Source: an optimization exercise on an open RTL-to-GDS flow (aim: small area, a short achievable clock period and few clock cycles per item). Production flows keep margins and buffers that such runs may drop.
Only simulation tests tie the RTL to the original design; equivalence was not proved.
Power figures rest on the tool's default switching activity, not on a simulated workload.

==> flow/design.v <==
`default_nettype none
module ysyx_22050243_mdu_ctrl #(
    parameter int XLEN = 64
) (
    input  logic            clk,
    input  logic            rst,
    input  logic            flush,
    input  logic            in_valid,
    output logic            in_ready,
    input  logic [2:0]      mdu_op,
    input  logic            is_w,
    input  logic [XLEN-1:0] src1,
    input  logic [XLEN-1:0] src2,
    output logic            out_valid,
    input  logic            out_ready,
    output logic [XLEN-1:0] result
);
    localparam int HALF = XLEN / 2;
    localparam int CW   = $clog2(XLEN);
    localparam logic [CW-1:0]   c_last_w   = CW'(HALF - 1);
    localparam logic [CW-1:0]   c_last_x   = CW'(XLEN - 1);
    localparam logic [XLEN-1:0] c_min_x    = {1'b1, {(XLEN-1){1'b0}}};
    localparam logic [XLEN-1:0] c_min_w    = {{(HALF+1){1'b1}}, {(HALF-1){1'b0}}};
    localparam logic [XLEN-1:0] c_ones     = {XLEN{1'b1}};
    typedef enum logic [1:0] {
        S_IDLE = 2'd0,
        S_CALC = 2'd1,
        S_DONE = 2'd2
    } state_t;
    function automatic logic [XLEN-1:0] sext_half(input logic [HALF-1:0] v);
        sext_half = {{HALF{v[HALF-1]}}, v};
    endfunction
    state_t              r_state;
    state_t              w_next;
    logic [CW-1:0]       r_cnt;
    logic [2*XLEN-1:0]   r_acc;
    logic [XLEN-1:0]     r_b;
    logic [2:0]          r_op;
    logic                r_is_w;
    logic                r_neg;       
    logic                r_s1neg;     
    logic [XLEN-1:0]     r_result;
    logic            w_is_w, w_is_div, w_s1_signed, w_s2_signed;
    logic [XLEN-1:0] w_op1, w_op2, w_mag1, w_mag2;
    logic            w_s1neg, w_s2neg, w_div0, w_ovf, w_special;
    logic [XLEN-1:0] w_spec_res;
    assign w_is_w      = is_w && !(mdu_op == 3'd1 || mdu_op == 3'd2 || mdu_op == 3'd3);
    assign w_is_div    = mdu_op[2];
    assign w_s1_signed = !(mdu_op == 3'd3 || mdu_op == 3'd5 || mdu_op == 3'd7);
    assign w_s2_signed = (mdu_op == 3'd0 || mdu_op == 3'd1 || mdu_op == 3'd4 || mdu_op == 3'd6);
    assign w_op1 = !w_is_w      ? src1 :
                   w_s1_signed  ? sext_half(src1[HALF-1:0]) : {{HALF{1'b0}}, src1[HALF-1:0]};
    assign w_op2 = !w_is_w      ? src2 :
                   w_s2_signed  ? sext_half(src2[HALF-1:0]) : {{HALF{1'b0}}, src2[HALF-1:0]};
    assign w_s1neg = w_s1_signed && w_op1[XLEN-1];
    assign w_s2neg = w_s2_signed && w_op2[XLEN-1];
    assign w_mag1  = w_s1neg ? -w_op1 : w_op1;
    assign w_mag2  = w_s2neg ? -w_op2 : w_op2;
    assign w_div0    = w_is_div && (w_op2 == '0);
    assign w_ovf     = w_is_div && w_s1_signed && (w_op2 == c_ones) &&
                       (w_op1 == (w_is_w ? c_min_w : c_min_x));
    assign w_special = w_div0 || w_ovf;
    always_comb begin
        w_spec_res = '0;
        if (w_div0) begin
            if (!mdu_op[1]) w_spec_res = c_ones;
            else            w_spec_res = w_is_w ? sext_half(src1[HALF-1:0]) : src1;
        end else if (!mdu_op[1]) begin
            w_spec_res = w_op1;           
        end
    end
    logic [XLEN:0]     w_madd;
    logic [XLEN:0]     w_rsh;
    logic              w_ge;
    logic [XLEN-1:0]   w_rsub;
    logic [2*XLEN-1:0] w_acc_next;
    assign w_madd = {1'b0, r_acc[2*XLEN-1:XLEN]} + (r_acc[0] ? {1'b0, r_b} : {(XLEN+1){1'b0}});
    assign w_rsh  = {r_acc[2*XLEN-1:XLEN], r_acc[XLEN-1]};
    assign w_ge   = (w_rsh >= {1'b0, r_b});
    assign w_rsub = w_rsh[XLEN-1:0] - r_b;    
    assign w_acc_next = r_op[2] ?
        {(w_ge ? w_rsub : w_rsh[XLEN-1:0]), r_acc[XLEN-2:0], w_ge} :
        {w_madd, r_acc[XLEN-1:1]};
    logic [2*XLEN-1:0] w_prod_al, w_prod;
    logic [XLEN-1:0]   w_mul_res, w_dval, w_dres, w_div_res, w_final;
    logic              w_dneg;
    logic              w_last;
    assign w_prod_al = r_is_w ? (w_acc_next >> HALF) : w_acc_next;
    assign w_prod    = r_neg ? -w_prod_al : w_prod_al;
    assign w_mul_res = (r_op == 3'd0) ?
                       (r_is_w ? sext_half(w_prod[HALF-1:0]) : w_prod[XLEN-1:0]) :
                       w_prod[2*XLEN-1:XLEN];
    assign w_dval    = r_op[1] ? w_acc_next[2*XLEN-1:XLEN] : w_acc_next[XLEN-1:0];
    assign w_dneg    = r_op[1] ? r_s1neg : r_neg;
    assign w_dres    = w_dneg ? -w_dval : w_dval;
    assign w_div_res = r_is_w ? sext_half(w_dres[HALF-1:0]) : w_dres;
    assign w_final = r_op[2] ? w_div_res : w_mul_res;
    assign w_last  = (r_cnt == (r_is_w ? c_last_w : c_last_x));
    always_ff @(posedge clk or posedge rst) begin
        if (rst) r_state <= S_IDLE;
        else     r_state <= w_next;
    end
    always_comb begin
        w_next = r_state;
        if (flush) begin
            w_next = S_IDLE;
        end else begin
            case (r_state)
                S_IDLE:  if (in_valid) w_next = w_special ? S_DONE : S_CALC;
                S_CALC:  if (w_last)   w_next = S_DONE;
                S_DONE:  if (out_ready) w_next = S_IDLE;
                default: w_next = S_IDLE;
            endcase
        end
    end
    always_ff @(posedge clk or posedge rst) begin
        if (rst) begin
            r_cnt    <= '0;
            r_acc    <= '0;
            r_b      <= '0;
            r_op     <= '0;
            r_is_w   <= 1'b0;
            r_neg    <= 1'b0;
            r_s1neg  <= 1'b0;
            r_result <= '0;
        end else if (flush) begin
            r_cnt <= '0;
        end else begin
            case (r_state)
                S_IDLE: begin
                    if (in_valid) begin
                        r_cnt   <= '0;
                        r_op    <= mdu_op;
                        r_is_w  <= w_is_w;
                        r_neg   <= w_s1neg ^ w_s2neg;
                        r_s1neg <= w_s1neg;
                        r_b     <= w_mag2;
                        if (w_is_div && w_is_w)
                            r_acc <= {{XLEN{1'b0}}, w_mag1[HALF-1:0], {HALF{1'b0}}};
                        else
                            r_acc <= {{XLEN{1'b0}}, w_mag1};
                        if (w_special) r_result <= w_spec_res;
                    end
                end
                S_CALC: begin
                    r_acc <= w_acc_next;
                    if (w_last) begin
                        r_cnt    <= '0;
                        r_result <= w_final;
                    end else begin
                        r_cnt <= r_cnt + 1'b1;
                    end
                end
                default: ;
            endcase
        end
    end
    assign in_ready  = (r_state == S_IDLE);
    assign out_valid = (r_state == S_DONE);
    assign result    = r_result;
endmodule
`default_nettype wire
==> flow/run.sh <==
#!/bin/bash
# synth_recipe.tcl (not shown) runs the flow's synth.tcl, then flattens the netlist and writes it again
# the make line also repeats each setting of config.mk as NAME=value (left out here)
make -C /OpenROAD-flow-scripts/flow DESIGN_CONFIG=/design/flow/config.mk WORK_HOME=/design/flow/orfs CLKGATE_MAP_FILE= SYNTH_SCRIPT=/design/flow/synth_recipe.tcl finish
==> flow/config.mk <==
export PLATFORM = sky130hd
export DESIGN_NAME = ysyx_22050243_mdu_ctrl
export DESIGN_NICKNAME = ysyx_22050243_mdu_ctrl
export VERILOG_FILES = /design/flow/design.v
export SDC_FILE = /design/flow/constraint.sdc
export NUM_CORES = 4
export LEC_CHECK = 0
export CAP_MARGIN = 20
export CORE_MARGIN = 2
export CORE_UTILIZATION = 30
export SLEW_MARGIN = 20
==> flow/constraint.sdc <==
create_clock -name core_clock -period 10.0 [get_ports {clk}]
set_input_delay 2.0000 -clock core_clock [delete_from_list [all_inputs] [get_ports {clk}]]
set_output_delay 2.0000 -clock core_clock [all_outputs]
set_load 0.01 [all_outputs]
==> results.txt <==
## worst max path at each step
| stage | from | to | slack (ns) | depth (start not counted) |
|---|---|---|---|---|
| 2_1_floorplan | rst | r_acc[0] | 0.56 | 1 |
| 3_3_place_gp | src2[16] | r_result[21] | 1.52 | 15 |
| 3_5_place_dp | src2[16] | r_result[54] | 1.41 | 16 |
| 4_1_cts | src2[16] | r_result[55] | 2.01 | 14 |
| 5_1_grt | r_acc[0] | r_result[15] | 1.61 | 24 |
| 6_report | r_acc[0] | r_result[56] | 1.60 | 18 |
## power by group through the flow
stage,Combinational (mW),Clock (mW),Sequential (mW)
after global placement,12.1,0,2.09
after global routing,13.0,1.49,2.13
final,12.8,1.45,2.12
after CTS,12.0,1.46,2.08
after floorplan,6.61,0,1.82
after detailed placement,12.0,0,2.10
## critical path, stage by stage (launching register included)
cell	delay [ns]
dfrtp_1	0.36
buf_4	0.54
and2_1	0.29
ha_1	0.34
a21oi_1	0.36
o21ai_0	0.27
a221oi_1	0.88
o41ai_2	0.39
a221oi_1	0.58
xnor2_1	0.26
o21ai_1	0.95
a21oi_1	0.62
and4bb_2	0.58
nand2_1	0.31
nor4b_4	0.45
a31oi_1	0.15
xnor2_1	0.25
o21ai_1	0.20
a221o_1	0.40
## per-layer routing
metal	track usage	wire length, µm
met3	0.125	32600
met4	0.224	18200
met1	0.509	102000
met5	0	106
met2	0.521	98800
## synth_stat cells (64+ instances only)
| master | number | area [µm²] |
|---|---|---|
| ha_1 | 134 | 1680 |
| nor2_1 | 537 | 2020 |
| dfrtp_1 | 270 | 6760 |
| mux2i_1 | 78 | 781 |
| nand3_1 | 121 | 606 |
| xor2_1 | 141 | 1230 |
| inv_1 | 121 | 454 |
| o31ai_1 | 71 | 533 |
| a31oi_1 | 107 | 669 |
| xnor2_1 | 173 | 1520 |
| o21ai_0 | 587 | 2940 |
| a21oi_1 | 524 | 2620 |
| clkbuf_1 | 241 | 905 |
| o211ai_1 | 64 | 480 |
| and2_1 | 107 | 669 |
| nand4_1 | 100 | 626 |
| nand2_1 | 727 | 2730 |
| buf_2 | 65 | 325 |
| nor4_1 | 67 | 419 |
| nor3_1 | 150 | 751 |
## sequential cells by signal (all words and copies together), names as in the netlist, 2 cells and up
signal	cells
r_acc	128
r_b	64
r_result	64
r_cnt	6
r_op	3
r_state	2
## layout by cell type (no fill, tap or decap), types with 59 or more instances in the layout
| master | Yosys | final |
|---|---|---|
| xnor2_1 | 173 | 173 |
| buf_4 | 12 | 196 |
| inv_1 | 121 | 118 |
| nor4_1 | 67 | 65 |
| mux2i_1 | 78 | 74 |
| nor3_1 | 150 | 150 |
| xor2_1 | 141 | 141 |
| ha_1 | 134 | 134 |
| nand4_1 | 100 | 100 |
| mux2_2 | 59 | 59 |
| nor2_1 | 537 | 532 |
| o22ai_1 | 60 | 60 |
| a21oi_1 | 524 | 524 |
| nand3_1 | 121 | 121 |
| a31oi_1 | 107 | 107 |
| clkdlybuf4s50_1 | 0 | 201 |
| o211ai_1 | 64 | 64 |
| o21ai_0 | 587 | 582 |
| nand2_1 | 727 | 727 |
| o31ai_1 | 71 | 71 |
| dfrtp_1 | 270 | 266 |
| and2_1 | 107 | 107 |
## per-stage QoR
step           utilization  setup WS, ns  hold slack (ns)  cell area (µm²)
2_1_floorplan            -         0.561            0.450            37800
3_3_place_gp         0.335          1.52            0.469            42000
3_5_place_dp         0.335          1.41            0.472            42000
4_1_cts              0.345          2.01            0.485            43200
5_1_grt              0.345          1.61            0.522            43200
6_report             0.345          1.60            0.485            43200
## layout make-up
cell class | instances | area share
Clock buffer | 59 | 0.0267
Inverter | 123 | 0.0109
Timing Repair Buffer | 403 | 0.0830
Antenna cell | 6 | 0.000347
Multi-Input combinational cell | 4711 | 0.673
Tap cell | 1650 | 0.0477
Clock inverter | 11 | 0.00223
Sequential cell | 270 | 0.157
## logic make-up (layout without fill, tap and decap cells)
group	count (synthesis)	after routing	synth area share
buf+inv	487	596	0.0544
compound gates	1999	1999	0.334
simple gates	2087	2087	0.263
mux	146	146	0.0436
fa+ha+maj	165	165	0.0535
flops	270	270	0.179
other cells	0	6	0
xor+xnor	314	314	0.0728
==> results.txt <==
CTS Buffer Depth=3; area occupied by multi-input gates=29100 µm²; worst slew pin tran=1.26 ns; fill cell count=between 10000 and 15000; syn_area_per_cell=6.90 µm²; Clk pwr share=0.089; Core Region=125000 µm²; Starting DRT DRC Count=roughly 8100; PD cells=around 380 nW/µm²; sequential fraction of the synthesis area=0.179; Synth Cell Area=between 30000 and 40000 µm²; Final Cycle Share=0.840; Remaining Overflow, GRT=0; Mapped Cells=5468; post-synth net total=5741; clock-pin slew on the worst setup and hold paths=0.06 ns; Die ar.=129000 µm²; critical path type=flop to flop; antenna-violating nets left=0; Overall Power=16.4 mW; Int Pwr=6.00 mW; routability cong.=1.12; initial core utilization=0.301; Post-synth EDFFs=0; Synth Register Bits=between 200 and 300; WHS Path Cells=2; unrepaired setup endpoints after global routing=false; final net count=5822; Slew headroom=0.161; crit path launch type=flop; crit path DAT=between 8 and 9 ns; status=finished clean; Total GRT Usage=0.379; clock latency (worst-skew pair)=0.62 ns; Final Hold Fails=0; routed wire length=approximately 250000 µm; Synth Warn #=1; root buffer cell=clkbuf_16; Final Non-Filler Cells=around 7200; Critical Path Fanout Max=64; hold crit path type=flop to flop; switching portion of total power=0.634; share of cells above drive strength 1=0.0855; initial antenna violation count=25; placed cells=7157; flop2flop setup slack=1.60 ns; Comb power frac=0.782; Die X=359 µm; vias in the first global route=between 40000 and 50000; Post-CTS Hold Fix Bufs=0; most used flip-flop cell after synthesis=dfrtp_1; r2r endpoint=r_result[56]; Sw Pwr=between 10 and 15 mW; # DRC=0; io pins=roughly 200; post-CTS setup buffers=0; CTS resizes=0; minimum clock period=8.40 ns; R2R Path Start=r_acc[0]; Setup violations, final=0; endpoint class of the critical path=flop; highest clock rate=~0.12 GHz; site row count=130; vias=48139; Register-to-Register Path Depth=18; Register Area=6770 µm²; CTS tree=yes; H-Tree Depth=2; Req. time, crit path=~10 ns; Synth cell types=124; hold wc startpoint=r_result[33]; LEAKAGE=16.4 nW; clock skew=0.0197 ns; drt wl/cell=34.9 µm; Post-synth ARST share=1.00; Syn-to-layout area delta=14.5%; final setup TNS=0 ns; DR pass1 iterations=7; CTS Sinks=270; Die H=~360 µm; Hold EP=r_result[33]; Flop pwr share=0.129; IR drop worst, VDD=between 0.15 and 0.2 mV; vias per inst=6.66; largest net degree at the start of global routing=154; # Max-Cap Violations=0; CTS buffer count=40; Buffers on Ports=approximately 200; first-pass GRT wire length=347000 µm; dpl hpwl=203000 µm; Max Slew Vio Count=0
Testbench counts, summed over its fixed seeds: cycles 133,728, ops 2,400.

re-timing with driven ports:
Ports are ideal in the flow. The routed layout listed here was re-timed in OpenROAD.
Step 1 assumes that a clkbuf_16 drives the clock port and a buf_2 every other input.
Step 2 moves the port delays by t, midway between the first and last clock arrival at a register: inputs arrive t later, outputs are due t later. That takes back most of the time a late clock gives input paths.
a / b / c = ideal ports / drivers / drivers and shift; a / b = the first two.
t, ns: 0.690
setup WS [ns]: 1.598 / 1.598 / 1.192
slew at the worst register clock pin (ns): 0.07 / 0.07
After both steps this run still meets setup and hold. For this run, drivers alone change the setup slack by 0.000 ns; drivers and shift together by -0.406 ns.
